From an optimization exercise on the open Yosys and OpenROAD flow, aimed at small area, a short achievable clock period and few clock cycles; shortcuts taken in it are not production practice.
In this exercise RTL edits were held to simulation tests only and were not proved equivalent to the original.
Power figures rest on the tool's default switching activity, not on a simulated workload.

==> design.v <==
    localparam int MAX_SIDE_DEF   = 64;
    localparam int MAX_FRAMES_DEF = 255;
    localparam int DIV_W     = 9;
    localparam int DIV_CNT_W = 4;
    localparam int BASE_LAT  = 2;
    localparam logic [1:0] ACT_BEGIN  = 2'd0;
    localparam logic [1:0] ACT_UPDATE = 2'd1;
    localparam logic [1:0] ACT_PIXEL  = 2'd2;
    localparam logic [1:0] KIND_CLEAR = 2'd0;
    localparam logic [1:0] KIND_FETCH = 2'd1;
    localparam logic [1:0] KIND_FILL  = 2'd2;
    localparam logic [2:0] REG_POS_X       = 3'd0;
    localparam logic [2:0] REG_POS_Y       = 3'd1;
    localparam logic [2:0] REG_PIXEL_SCALE = 3'd2;
    localparam logic [2:0] REG_SPRITE_W    = 3'd3;
    localparam logic [2:0] REG_SPRITE_H    = 3'd4;
    localparam logic [2:0] REG_FRAME_TOTAL = 3'd5;
    localparam logic [2:0] REG_INTERVAL    = 3'd6;
    localparam logic [2:0] REG_COLOR_KEY   = 3'd7;
    typedef struct packed {
        logic [1:0]  action;
        logic [31:0] now_ms;
        logic [15:0] pixel_color;
    } t_in;
    typedef struct packed {
        logic [1:0]  kind;
        logic [11:0] rect_x;
        logic [11:0] rect_y;
        logic [9:0]  rect_w;
        logic [9:0]  rect_h;
        logic [15:0] fill_color;
        logic [7:0]  frame_number;
        logic [19:0] frame_base;
        logic        last;
    } t_out;
    typedef struct packed {
        logic begin_anim;
        logic update;
        logic pixel;
        logic div_step;
        logic load_clr;
        logic load_fetch;
    } t_cmd;
    typedef struct packed {
        logic due;
        logic base_ok;
        logic div_done;
        logic out_free;
    } t_sts;
    function automatic logic [6:0] eff_side(input logic [6:0] v, input int max_side);
        if (v == 7'd0) begin
            eff_side = 7'd1;
        end else if (32'(v) > max_side) begin
            eff_side = 7'(max_side);
        end else begin
            eff_side = v;
        end
    endfunction
    function automatic logic [7:0] eff_frames(input logic [7:0] v, input int max_frames);
        if (v == 8'd0) begin
            eff_frames = 8'd1;
        end else if (32'(v) > max_frames) begin
            eff_frames = 8'(max_frames);
        end else begin
            eff_frames = v;
        end
    endfunction
    function automatic logic [9:0] sat10(input logic [10:0] v);
        sat10 = (v > 11'd1023) ? 10'd1023 : v[9:0];
    endfunction
`default_nettype none
module sfa_ctrl (
    input  wire logic       i_clk,
    input  wire logic       i_rst_n,
    input  wire logic       i_in_valid,
    input  wire logic [1:0] i_action,
    input  wire logic [3:0] i_sts_bits,
    output logic            o_in_stall,
    output logic [5:0]      o_cmd_bits
);
    localparam int MAX_SIDE_DEF   = 64;
    localparam int MAX_FRAMES_DEF = 255;
    localparam int DIV_W     = 9;
    localparam int DIV_CNT_W = 4;
    localparam int BASE_LAT  = 2;
    localparam logic [1:0] ACT_BEGIN  = 2'd0;
    localparam logic [1:0] ACT_UPDATE = 2'd1;
    localparam logic [1:0] ACT_PIXEL  = 2'd2;
    localparam logic [1:0] KIND_CLEAR = 2'd0;
    localparam logic [1:0] KIND_FETCH = 2'd1;
    localparam logic [1:0] KIND_FILL  = 2'd2;
    localparam logic [2:0] REG_POS_X       = 3'd0;
    localparam logic [2:0] REG_POS_Y       = 3'd1;
    localparam logic [2:0] REG_PIXEL_SCALE = 3'd2;
    localparam logic [2:0] REG_SPRITE_W    = 3'd3;
    localparam logic [2:0] REG_SPRITE_H    = 3'd4;
    localparam logic [2:0] REG_FRAME_TOTAL = 3'd5;
    localparam logic [2:0] REG_INTERVAL    = 3'd6;
    localparam logic [2:0] REG_COLOR_KEY   = 3'd7;
    typedef struct packed {
        logic [1:0]  action;
        logic [31:0] now_ms;
        logic [15:0] pixel_color;
    } t_in;
    typedef struct packed {
        logic [1:0]  kind;
        logic [11:0] rect_x;
        logic [11:0] rect_y;
        logic [9:0]  rect_w;
        logic [9:0]  rect_h;
        logic [15:0] fill_color;
        logic [7:0]  frame_number;
        logic [19:0] frame_base;
        logic        last;
    } t_out;
    typedef struct packed {
        logic begin_anim;
        logic update;
        logic pixel;
        logic div_step;
        logic load_clr;
        logic load_fetch;
    } t_cmd;
    typedef struct packed {
        logic due;
        logic base_ok;
        logic div_done;
        logic out_free;
    } t_sts;
    function automatic logic [6:0] eff_side(input logic [6:0] v, input int max_side);
        if (v == 7'd0) begin
            eff_side = 7'd1;
        end else if (32'(v) > max_side) begin
            eff_side = 7'(max_side);
        end else begin
            eff_side = v;
        end
    endfunction
    function automatic logic [7:0] eff_frames(input logic [7:0] v, input int max_frames);
        if (v == 8'd0) begin
            eff_frames = 8'd1;
        end else if (32'(v) > max_frames) begin
            eff_frames = 8'(max_frames);
        end else begin
            eff_frames = v;
        end
    endfunction
    function automatic logic [9:0] sat10(input logic [10:0] v);
        sat10 = (v > 11'd1023) ? 10'd1023 : v[9:0];
    endfunction
    t_sts i_sts;
    t_cmd o_cmd;
    assign i_sts      = i_sts_bits;
    assign o_cmd_bits = o_cmd;
    typedef enum logic [3:0] {
        S_IDLE  = 4'b0001,
        S_DIV   = 4'b0010,
        S_CLEAR = 4'b0100,
        S_FETCH = 4'b1000
    } t_state;
    t_state r_state, n_state;
    logic   accept;
    always_comb begin
        n_state    = r_state;
        o_cmd      = '0;
        o_in_stall = !((r_state == S_IDLE) && i_sts.base_ok && i_sts.out_free);
        accept     = i_in_valid && !o_in_stall;
        case (r_state)
            S_IDLE: begin
                if (accept) begin
                    case (i_action)
                        ACT_BEGIN: begin
                            o_cmd.begin_anim = 1'b1;
                            n_state          = S_FETCH;
                        end
                        ACT_UPDATE: begin
                            if (i_sts.due) begin
                                o_cmd.update = 1'b1;
                                n_state      = S_DIV;
                            end
                        end
                        ACT_PIXEL: begin
                            o_cmd.pixel = 1'b1;
                        end
                        default: ;
                    endcase
                end
            end
            S_DIV: begin
                o_cmd.div_step = 1'b1;
                if (i_sts.div_done) begin
                    n_state = S_CLEAR;
                end
            end
            S_CLEAR: begin
                if (i_sts.base_ok && i_sts.out_free) begin
                    o_cmd.load_clr = 1'b1;
                    n_state        = S_FETCH;
                end
            end
            S_FETCH: begin
                if (i_sts.base_ok && i_sts.out_free) begin
                    o_cmd.load_fetch = 1'b1;
                    n_state          = S_IDLE;
                end
            end
            default: n_state = S_IDLE;
        endcase
    end
    always_ff @(posedge i_clk) begin
        if (!i_rst_n) begin
            r_state <= S_IDLE;
        end else begin
            r_state <= n_state;
        end
    end
endmodule
`default_nettype wire
`default_nettype none
module sfa_dp #(
    parameter int MAX_SIDE   = 64,
    parameter int MAX_FRAMES = 255
) (
    input  wire logic        i_clk,
    input  wire logic        i_rst_n,
    input  wire logic [49:0] i_in_bits,
    input  wire logic [5:0]  i_cmd_bits,
    output logic [3:0]       o_sts_bits,
    input  wire logic        i_cfg_we,
    input  wire logic [2:0]  i_cfg_index,
    input  wire logic [15:0] i_cfg_data,
    output logic             o_out_valid,
    output logic [90:0]      o_out_data,
    input  wire logic        i_out_stall
);
    localparam int MAX_SIDE_DEF   = 64;
    localparam int MAX_FRAMES_DEF = 255;
    localparam int DIV_W     = 9;
    localparam int DIV_CNT_W = 4;
    localparam int BASE_LAT  = 2;
    localparam logic [1:0] ACT_BEGIN  = 2'd0;
    localparam logic [1:0] ACT_UPDATE = 2'd1;
    localparam logic [1:0] ACT_PIXEL  = 2'd2;
    localparam logic [1:0] KIND_CLEAR = 2'd0;
    localparam logic [1:0] KIND_FETCH = 2'd1;
    localparam logic [1:0] KIND_FILL  = 2'd2;
    localparam logic [2:0] REG_POS_X       = 3'd0;
    localparam logic [2:0] REG_POS_Y       = 3'd1;
    localparam logic [2:0] REG_PIXEL_SCALE = 3'd2;
    localparam logic [2:0] REG_SPRITE_W    = 3'd3;
    localparam logic [2:0] REG_SPRITE_H    = 3'd4;
    localparam logic [2:0] REG_FRAME_TOTAL = 3'd5;
    localparam logic [2:0] REG_INTERVAL    = 3'd6;
    localparam logic [2:0] REG_COLOR_KEY   = 3'd7;
    typedef struct packed {
        logic [1:0]  action;
        logic [31:0] now_ms;
        logic [15:0] pixel_color;
    } t_in;
    typedef struct packed {
        logic [1:0]  kind;
        logic [11:0] rect_x;
        logic [11:0] rect_y;
        logic [9:0]  rect_w;
        logic [9:0]  rect_h;
        logic [15:0] fill_color;
        logic [7:0]  frame_number;
        logic [19:0] frame_base;
        logic        last;
    } t_out;
    typedef struct packed {
        logic begin_anim;
        logic update;
        logic pixel;
        logic div_step;
        logic load_clr;
        logic load_fetch;
    } t_cmd;
    typedef struct packed {
        logic due;
        logic base_ok;
        logic div_done;
        logic out_free;
    } t_sts;
    function automatic logic [6:0] eff_side(input logic [6:0] v, input int max_side);
        if (v == 7'd0) begin
            eff_side = 7'd1;
        end else if (32'(v) > max_side) begin
            eff_side = 7'(max_side);
        end else begin
            eff_side = v;
        end
    endfunction
    function automatic logic [7:0] eff_frames(input logic [7:0] v, input int max_frames);
        if (v == 8'd0) begin
            eff_frames = 8'd1;
        end else if (32'(v) > max_frames) begin
            eff_frames = 8'(max_frames);
        end else begin
            eff_frames = v;
        end
    endfunction
    function automatic logic [9:0] sat10(input logic [10:0] v);
        sat10 = (v > 11'd1023) ? 10'd1023 : v[9:0];
    endfunction
    t_in  i_in;
    t_cmd i_cmd;
    t_sts o_sts;
    assign i_in       = i_in_bits;
    assign i_cmd      = i_cmd_bits;
    assign o_sts_bits = o_sts;
    localparam int CNT_W = (MAX_SIDE > 1) ? $clog2(MAX_SIDE) : 1;
    localparam int CW    = (CNT_W + 1 > 7) ? CNT_W + 1 : 7;
    logic [10:0] r_pos_x, r_pos_y;
    logic [3:0]  r_scale;
    logic [6:0]  r_sprite_w, r_sprite_h;
    logic [7:0]  r_frame_total;
    logic [15:0] r_interval;
    logic [15:0] r_color_key;
    logic [31:0] r_last_time;
    logic [7:0]  r_cur;
    logic [CNT_W-1:0] r_row, r_col;
    logic        r_drawing;
    logic [DIV_W-1:0]     r_dvd, r_rem;
    logic [DIV_CNT_W-1:0] r_dcnt;
    logic [14:0] r_fw;
    logic [19:0] r_base;
    logic [1:0]  r_settle;
    logic        r_out_valid;
    t_out        r_out;
    logic [6:0]  eff_w, eff_h;
    logic [7:0]  eff_f;
    logic [31:0] elapsed;
    logic [DIV_W-1:0] rem_sh, n_rem;
    logic [CW-1:0] col_nx, row_nx;
    logic        col_end, row_end;
    logic        keyed;
    logic [11:0] fill_x, fill_y;
    logic        out_free;
    logic        n_out_load;
    t_out        n_out;
    assign eff_w = eff_side(r_sprite_w, MAX_SIDE);
    assign eff_h = eff_side(r_sprite_h, MAX_SIDE);
    assign eff_f = eff_frames(r_frame_total, MAX_FRAMES);
    assign elapsed = i_in.now_ms - r_last_time;
    assign rem_sh = {r_rem[DIV_W-2:0], r_dvd[DIV_W-1]};
    assign n_rem  = (rem_sh >= DIV_W'(eff_f)) ? rem_sh - DIV_W'(eff_f) : rem_sh;
    assign col_nx  = CW'(r_col) + CW'(1);
    assign row_nx  = CW'(r_row) + CW'(1);
    assign col_end = col_nx >= CW'(eff_w);
    assign row_end = row_nx >= CW'(eff_h);
    assign keyed   = i_in.pixel_color == r_color_key;
    assign fill_x = 12'(r_pos_x) + 12'(r_col) * 12'(r_scale);
    assign fill_y = 12'(r_pos_y) + 12'(r_row) * 12'(r_scale);
    assign out_free = !r_out_valid || !i_out_stall;
    always_comb begin
        o_sts.due      = elapsed >= 32'(r_interval);
        o_sts.base_ok  = r_settle == 2'(BASE_LAT);
        o_sts.div_done = r_dcnt == DIV_CNT_W'(DIV_W - 1);
        o_sts.out_free = out_free;
    end
    always_comb begin
        n_out              = '0;
        n_out.frame_number = r_cur;
        n_out.frame_base   = r_base;
        n_out_load         = 1'b0;
        if (i_cmd.load_clr) begin
            n_out.kind   = KIND_CLEAR;
            n_out.rect_x = 12'(r_pos_x);
            n_out.rect_y = 12'(r_pos_y);
            n_out.rect_w = sat10(11'(eff_w) * 11'(r_scale));
            n_out.rect_h = sat10(11'(eff_h) * 11'(r_scale));
            n_out_load   = 1'b1;
        end else if (i_cmd.load_fetch) begin
            n_out.kind = KIND_FETCH;
            n_out.last = 1'b1;
            n_out_load = 1'b1;
        end else if (i_cmd.pixel && r_drawing && !keyed) begin
            n_out.kind       = KIND_FILL;
            n_out.rect_x     = fill_x;
            n_out.rect_y     = fill_y;
            n_out.rect_w     = 10'(r_scale);
            n_out.rect_h     = 10'(r_scale);
            n_out.fill_color = i_in.pixel_color;
            n_out.last       = 1'b1;
            n_out_load       = 1'b1;
        end
    end
    always_ff @(posedge i_clk) begin
        if (!i_rst_n) begin
            r_pos_x       <= 11'd0;
            r_pos_y       <= 11'd0;
            r_scale       <= 4'd1;
            r_sprite_w    <= 7'd20;
            r_sprite_h    <= 7'd20;
            r_frame_total <= 8'd1;
            r_interval    <= 16'd100;
            r_color_key   <= 16'd0;
        end else if (i_cfg_we) begin
            case (i_cfg_index)
                REG_POS_X:       r_pos_x       <= i_cfg_data[10:0];
                REG_POS_Y:       r_pos_y       <= i_cfg_data[10:0];
                REG_PIXEL_SCALE: r_scale       <= i_cfg_data[3:0];
                REG_SPRITE_W:    r_sprite_w    <= i_cfg_data[6:0];
                REG_SPRITE_H:    r_sprite_h    <= i_cfg_data[6:0];
                REG_FRAME_TOTAL: r_frame_total <= i_cfg_data[7:0];
                REG_INTERVAL:    r_interval    <= i_cfg_data;
                REG_COLOR_KEY:   r_color_key   <= i_cfg_data;
                default: ;
            endcase
        end
    end
    always_ff @(posedge i_clk) begin
        if (!i_rst_n) begin
            r_last_time <= 32'd0;
            r_cur       <= 8'd0;
            r_row       <= '0;
            r_col       <= '0;
            r_drawing   <= 1'b0;
            r_dcnt      <= '0;
        end else begin
            if (i_cmd.begin_anim || i_cmd.update) begin
                r_last_time <= i_in.now_ms;
                r_row       <= '0;
                r_col       <= '0;
                r_drawing   <= 1'b1;
            end else if (i_cmd.pixel && r_drawing) begin
                if (col_end) begin
                    r_col <= '0;
                    if (row_end) begin
                        r_row     <= '0;
                        r_drawing <= 1'b0;
                    end else begin
                        r_row <= CNT_W'(row_nx);
                    end
                end else begin
                    r_col <= CNT_W'(col_nx);
                end
            end
            if (i_cmd.begin_anim) begin
                r_cur <= 8'd0;
            end
            if (i_cmd.update) begin
                r_dcnt <= '0;
            end else if (i_cmd.div_step) begin
                r_dcnt <= r_dcnt + DIV_CNT_W'(1);
                if (o_sts.div_done) begin
                    r_cur <= n_rem[7:0];
                end
            end
        end
    end
    always_ff @(posedge i_clk) begin
        if (i_cmd.update) begin
            r_dvd <= DIV_W'(r_cur) + DIV_W'(1);
            r_rem <= '0;
        end else if (i_cmd.div_step) begin
            r_dvd <= r_dvd << 1;
            r_rem <= n_rem;
        end
    end
    always_ff @(posedge i_clk) begin
        r_fw   <= 15'(r_cur) * 15'(eff_w);
        r_base <= 20'(22'(r_fw) * 22'(eff_h));
    end
    always_ff @(posedge i_clk) begin
        if (!i_rst_n) begin
            r_settle <= 2'd0;
        end else if (i_cfg_we || i_cmd.begin_anim || (i_cmd.div_step && o_sts.div_done)) begin
            r_settle <= 2'd0;
        end else if (r_settle != 2'(BASE_LAT)) begin
            r_settle <= r_settle + 2'd1;
        end
    end
    always_ff @(posedge i_clk) begin
        if (!i_rst_n) begin
            r_out_valid <= 1'b0;
        end else if (n_out_load) begin
            r_out_valid <= 1'b1;
        end else if (!i_out_stall) begin
            r_out_valid <= 1'b0;
        end
    end
    always_ff @(posedge i_clk) begin
        if (n_out_load) begin
            r_out <= n_out;
        end
    end
    assign o_out_valid = r_out_valid;
    assign o_out_data  = r_out;
endmodule
`default_nettype wire
`default_nettype none
module sprite_frame_animator #(
    parameter int MAX_SIDE   = 64,
    parameter int MAX_FRAMES = 255
) (
    input  wire logic        i_clk,
    input  wire logic        i_rst_n,
    input  wire logic        i_in_valid,
    output logic             o_in_stall,
    input  wire logic [49:0] i_in_data,
    output logic             o_out_valid,
    input  wire logic        i_out_stall,
    output logic [90:0]      o_out_data,
    input  wire logic        i_cfg_valid,
    output logic             o_cfg_ready,
    input  wire logic [2:0]  i_cfg_index,
    input  wire logic [15:0] i_cfg_data
);
    localparam int MAX_SIDE_DEF   = 64;
    localparam int MAX_FRAMES_DEF = 255;
    localparam int DIV_W     = 9;
    localparam int DIV_CNT_W = 4;
    localparam int BASE_LAT  = 2;
    localparam logic [1:0] ACT_BEGIN  = 2'd0;
    localparam logic [1:0] ACT_UPDATE = 2'd1;
    localparam logic [1:0] ACT_PIXEL  = 2'd2;
    localparam logic [1:0] KIND_CLEAR = 2'd0;
    localparam logic [1:0] KIND_FETCH = 2'd1;
    localparam logic [1:0] KIND_FILL  = 2'd2;
    localparam logic [2:0] REG_POS_X       = 3'd0;
    localparam logic [2:0] REG_POS_Y       = 3'd1;
    localparam logic [2:0] REG_PIXEL_SCALE = 3'd2;
    localparam logic [2:0] REG_SPRITE_W    = 3'd3;
    localparam logic [2:0] REG_SPRITE_H    = 3'd4;
    localparam logic [2:0] REG_FRAME_TOTAL = 3'd5;
    localparam logic [2:0] REG_INTERVAL    = 3'd6;
    localparam logic [2:0] REG_COLOR_KEY   = 3'd7;
    typedef struct packed {
        logic [1:0]  action;
        logic [31:0] now_ms;
        logic [15:0] pixel_color;
    } t_in;
    typedef struct packed {
        logic [1:0]  kind;
        logic [11:0] rect_x;
        logic [11:0] rect_y;
        logic [9:0]  rect_w;
        logic [9:0]  rect_h;
        logic [15:0] fill_color;
        logic [7:0]  frame_number;
        logic [19:0] frame_base;
        logic        last;
    } t_out;
    typedef struct packed {
        logic begin_anim;
        logic update;
        logic pixel;
        logic div_step;
        logic load_clr;
        logic load_fetch;
    } t_cmd;
    typedef struct packed {
        logic due;
        logic base_ok;
        logic div_done;
        logic out_free;
    } t_sts;
    function automatic logic [6:0] eff_side(input logic [6:0] v, input int max_side);
        if (v == 7'd0) begin
            eff_side = 7'd1;
        end else if (32'(v) > max_side) begin
            eff_side = 7'(max_side);
        end else begin
            eff_side = v;
        end
    endfunction
    function automatic logic [7:0] eff_frames(input logic [7:0] v, input int max_frames);
        if (v == 8'd0) begin
            eff_frames = 8'd1;
        end else if (32'(v) > max_frames) begin
            eff_frames = 8'(max_frames);
        end else begin
            eff_frames = v;
        end
    endfunction
    function automatic logic [9:0] sat10(input logic [10:0] v);
        sat10 = (v > 11'd1023) ? 10'd1023 : v[9:0];
    endfunction
    t_cmd cmd;
    t_sts sts;
    t_in  in_s;
    assign in_s = i_in_data;
    assign o_cfg_ready = 1'b1;
    sfa_ctrl u_ctrl (
        .i_clk      (i_clk),
        .i_rst_n    (i_rst_n),
        .i_in_valid (i_in_valid),
        .i_action   (in_s.action),
        .i_sts_bits (sts),
        .o_in_stall (o_in_stall),
        .o_cmd_bits (cmd)
    );
    sfa_dp #(
        .MAX_SIDE   (MAX_SIDE),
        .MAX_FRAMES (MAX_FRAMES)
    ) u_dp (
        .i_clk       (i_clk),
        .i_rst_n     (i_rst_n),
        .i_in_bits   (i_in_data),
        .i_cmd_bits  (cmd),
        .o_sts_bits  (sts),
        .i_cfg_we    (i_cfg_valid && o_cfg_ready),
        .i_cfg_index (i_cfg_index),
        .i_cfg_data  (i_cfg_data),
        .o_out_valid (o_out_valid),
        .o_out_data  (o_out_data),
        .i_out_stall (i_out_stall)
    );
endmodule
`default_nettype wire
==> run.sh <==
#!/bin/bash
# synth_recipe.tcl (not shown) runs the flow's synth.tcl, then flattens the netlist and writes it again
# the make line also repeats each setting of config.mk as NAME=value (left out here)
make -C /OpenROAD-flow-scripts/flow DESIGN_CONFIG=/design/flow/config.mk WORK_HOME=/design/flow/orfs CLKGATE_MAP_FILE= SYNTH_SCRIPT=/design/flow/synth_recipe.tcl finish
==> config.mk <==
export PLATFORM = sky130hd
export DESIGN_NAME = sprite_frame_animator
export DESIGN_NICKNAME = sprite_frame_animator
export VERILOG_FILES = /design/flow/design.v
export SDC_FILE = /design/flow/constraint.sdc
export NUM_CORES = 4
export LEC_CHECK = 0
export CAP_MARGIN = 20
export CORE_MARGIN = 2
export CORE_UTILIZATION = 40
export SLEW_MARGIN = 20
==> constraint.sdc <==
create_clock -name core_clock -period 6.5 [get_ports {i_clk}]
set_input_delay 1.3000 -clock core_clock [delete_from_list [all_inputs] [get_ports {i_clk}]]
set_output_delay 1.3000 -clock core_clock [all_outputs]
set_load 0.01 [all_outputs]
==> run summary <==
share of layout cells above drive strength 1 approximately 5.6%; Clock Power Share between 40% and 50%; GRT met1 Usage between 20% and 30%; FP Rows between 80 and 90; Syn Area/Cell approximately 9 um2; CTS tree built; Synth top area share around 17%; XOR/XNOR Fraction of Synth Area 4.90%; maximum vdd drop 0.150 mV; Fmax roughly 160 MHz; main combinational cell family by area after synthesis adder cells; Final nets approximately 3k; FILL cells 5136; crit start category primary input; GR peak layer met2; Reg power frac 42.8%; dpl hpwl approximately 40000 um; Gate power share between 10% and 20%; CTS max path bufs 3; Final Cell Area between 20000 and 30000 um2; Reg2Reg Setup Slack between 1000 and 1500 ps; total number of H-tree levels 2; die width roughly 240 um; Mapped Cells 2431; Worst Hold Class reg -> reg; Clock Latency Late Sink 580 ps; Simple-Gate Fraction of Synth Area between 10% and 20%; Async S/R FF share, synth 0%; drt drc 0; Switch Pwr approximately 1.1 mW; worst slew pin tran ~1000 ps; DP Area roughly 24000 um2; CP Capture Point u_dp.r_dvd[2]; Synth Area in Adders ~25%; Post-CTS Setup Bufs 0; Num CTS Buffers 36; Ports around 170; Iter 0 DRT Violations just over 800; initial core utilization 40.7%; DRT Pass-1 Iters 6; Reg-to-Reg End u_dp.r_base[19]; Post-synth top flop dfxtp_1; DR WL/cell 16.0 um; Worst EP required roughly 6800 ps; Die Span Y approximately 240 um; Final Slew Violations 0; most common cell in the netlist nand2_1; CTS root buffer clkbuf_16; origin of the critical flop-to-flop path u_dp.r_sprite_h[6]; initial antenna violation count 2; met3 Resource Use GR approximately 3%; Final Util a little under half; unrepaired setup endpoints after global routing false; post-layout total power 4.44 mW; # hold bufs at CTS 0; gp weighted congestion just under 0.9; Worst Path Arrival about 6600 ps; sw frac between 20% and 30%; Synth Register Bits 287; Vias roughly 17k; I/O Buffers between 150 and 200; antenna-violating nets left 0; max_slew headroom about 30%; vias in the first global route between 15k and 20k; cell taking the most area after synthesis dfxtp_1; final period utilization ~97%; Area Growth Syn to Fin 17.1%; CP startpoint i_in_data[16]; number of synthesized flops with an enable pin 100; sequential cell area fraction in the yosys report about 31%; clock sink count 287; Crit. End Element flop; yosys synthesis warning count 2; clock skew about 31 ps; number of max-cap violations 0; Worst R2R Path Depth 20; Tmin final approximately 6300 ps; GRT overflow 0; multiplexer share of the synthesized area 1.42%; Mapped Area ~22000 um2; Synth Area in Compound Gates approximately 14%; Setup-failing EPs final 0; GR Util All Layers between 10% and 20%; post-CTS resize count 0; synth cell count leaders nand2_1, inv_1, ha_1; Yosys cell types 80; Via density 5.11; ANT cells 0; peak fanout along the critical path 8; Syn Nets between 2k and 3k; Pint between 3 and 4 mW; core area 54000 um2; Reg clk slew, reported paths ~60 ps; PD cells approximately 170 nW/um2; routed wire length 52900 um; Hold Vio Cnt, Final 0; GR Util met2 about a third; outcome complete, no violations; pin count of the biggest net entering global routing slightly below 70; Leak 11.2 nW; Die ar. about 57000 um2; first-pass GRT wire length approximately 86000 um; WS Path Type in -> reg; top cells by area, synth dfxtp_1, edfxtp_1, fa_1
cells in the final DEF (no fill, tap or decap), types with 8 or more instances in the layout:
master           instances
o21a_1                  13
xnor2_1                 86
clkinv_2                 8
nand4_1                 14
edfxtp_1               100
fa_1                   138
mux2i_1                 20
inv_1                  295
o21ai_0                 62
nor4_1                   8
o21bai_1                24
o211ai_1                 8
a21boi_0                67
and2_1                 171
nor2b_1                 46
nand3_1                 32
nand2b_1                24
clkdlybuf4s50_1        165
mux2_2                  10
clkbuf_16               36
a22o_1                  48
ha_1                   215
nor2_1                 104
nand2_1                327
nor3_1                  25
a21o_1                  33
xor2_1                  37
a21oi_1                121
a211oi_1                10
dfxtp_1                187
buf_4                   46
worst max-delay path, cell delays in order:
cell,delay [ps]
clkdlybuf4s50_1,440
inv_1,80
ha_1,160
inv_1,60
fa_1,410
a21oi_2,170
o2bb2ai_1,120
o311a_1,370
nand2_1,90
nand2_1,70
a21oi_1,150
o21bai_1,90
xor2_1,140
ha_1,290
and4_1,170
nand2_1,70
o311ai_0,110
a211o_1,250
or3_1,360
nor4_2,190
nand4_1,140
or4b_4,550
o31a_1,320
buf_4,200
mux2_2,280
metrics by stage:
stage               setup slack, ps  instances  hold WS (ps)  setup TNS, ps
global placement               -335       3240           386         -17440
CTS                            99.0       3304           402              0
detailed placement             -486       3240           389         -27750
finish                          207       3304           401              0
floorplan                       347       2431           386              0
global route                   19.5       3304           406              0
final cells by class:
type / count / area, um2 / share of cell area (%)
multi-input cells: 1745 / 13700 / 53.4
flip-flops and latches: 287 / 6750 / 26.2
repair buffers: 214 / 2040 / 7.94
inverters: 298 / 1120 / 4.35
clock buffers: 44 / 951 / 3.70
well taps: 696 / 871 / 3.39
clock inverters: 20 / 269 / 1.05
per-layer routing:
metal / part of all wire [%] / wire [um] / vias to the layer above
met2: 48 / 25600 / 304
met4: 2.5 / 1300 / 4
met1: 45 / 23600 / 8131
li1: - / - / 8351
met5: 0.043 / 23 / -
met3: 4.5 / 2390 / 79
power groups by stage:
stage	Sequential (mW)	Combinational (mW)	Clock [mW]
floorplan	1.93	0.324	0
global placement	1.94	0.480	0
detailed placement	1.94	0.487	0
CTS	1.90	0.490	2.11
global route	1.90	0.549	2.17
finish	1.90	0.491	2.05
how the worst min path moves through the flow:
stage,startpoint,to,slack [ps],cells after the start
floorplan,u_dp.r_base[9],u_dp.r_out[10],390,0
global placement,u_dp.r_base[12],u_dp.r_out[13],390,0
detailed placement,u_dp.r_base[12],u_dp.r_out[13],390,0
CTS,u_dp.r_base[0],u_dp.r_out[1],400,0
global route,u_dp.r_base[10],u_dp.r_out[11],410,0
finish,u_dp.r_base[15],u_dp.r_out[16],400,0
cell families after synthesis:
group / Yosys count
flops: 287
other cells: 1
mux: 30
compound gates: 443
simple gates: 795
xor+xnor: 123
buf+inv: 399
fa+ha+maj: 353
flip-flops by register name (all words and copies together) (netlist names), 2 cells and up:
name and flops:
u_dp.r_base 20, u_dp.r_dcnt 4, u_dp.r_settle 2, u_dp.r_sprite_w 7, u_dp.r_sprite_h 7, u_dp.r_pos_x 11, u_dp.r_col 6, u_dp.r_dvd 9
u_dp.r_rem 8, u_dp.r_scale 4, u_dp.r_last_time 32, u_dp.r_cur 8, u_dp.r_pos_y 11, u_dp.r_color_key 16, u_dp.r_interval 16, u_dp.r_row 6
u_dp.r_fw 15, u_dp.r_out 91, u_ctrl.r_state 4, u_dp.r_frame_total 8
Testbench counts, summed over its fixed seeds: cycles 48,101.

[port drivers added, routing unchanged]
The results above use ideal ports. As a check the final layout listed here was re-extracted and re-timed, cells and wires unchanged.
Step 1 (the two cells are an assumption about what drives the block):
set clk [get_ports {i_clk}]
set_driving_cell -lib_cell sky130_fd_sc_hd__clkbuf_16 $clk
set_driving_cell -lib_cell sky130_fd_sc_hd__buf_2 [delete_from_list [all_inputs] $clk]
Step 2, shift: input delay + t, output delay - t, t = (earliest + latest rising clock arrival at the registers) / 2. This alone moves slack from input paths to output paths.
Slacks: ideal ports / drivers / drivers and shift; pairs: ideal ports / drivers.
t, ns: 0.617
slack for setup (ns): 0.207 / 0.239 / -0.378
worst hold slack (ns): 0.401 / 0.401 / 0.401
cell pins on the clock port's net: 1
With both steps, setup timing fails in this run, where it was met with ideal ports. For this run, drivers alone change the setup slack by +0.032 ns; drivers and shift together by -0.585 ns.
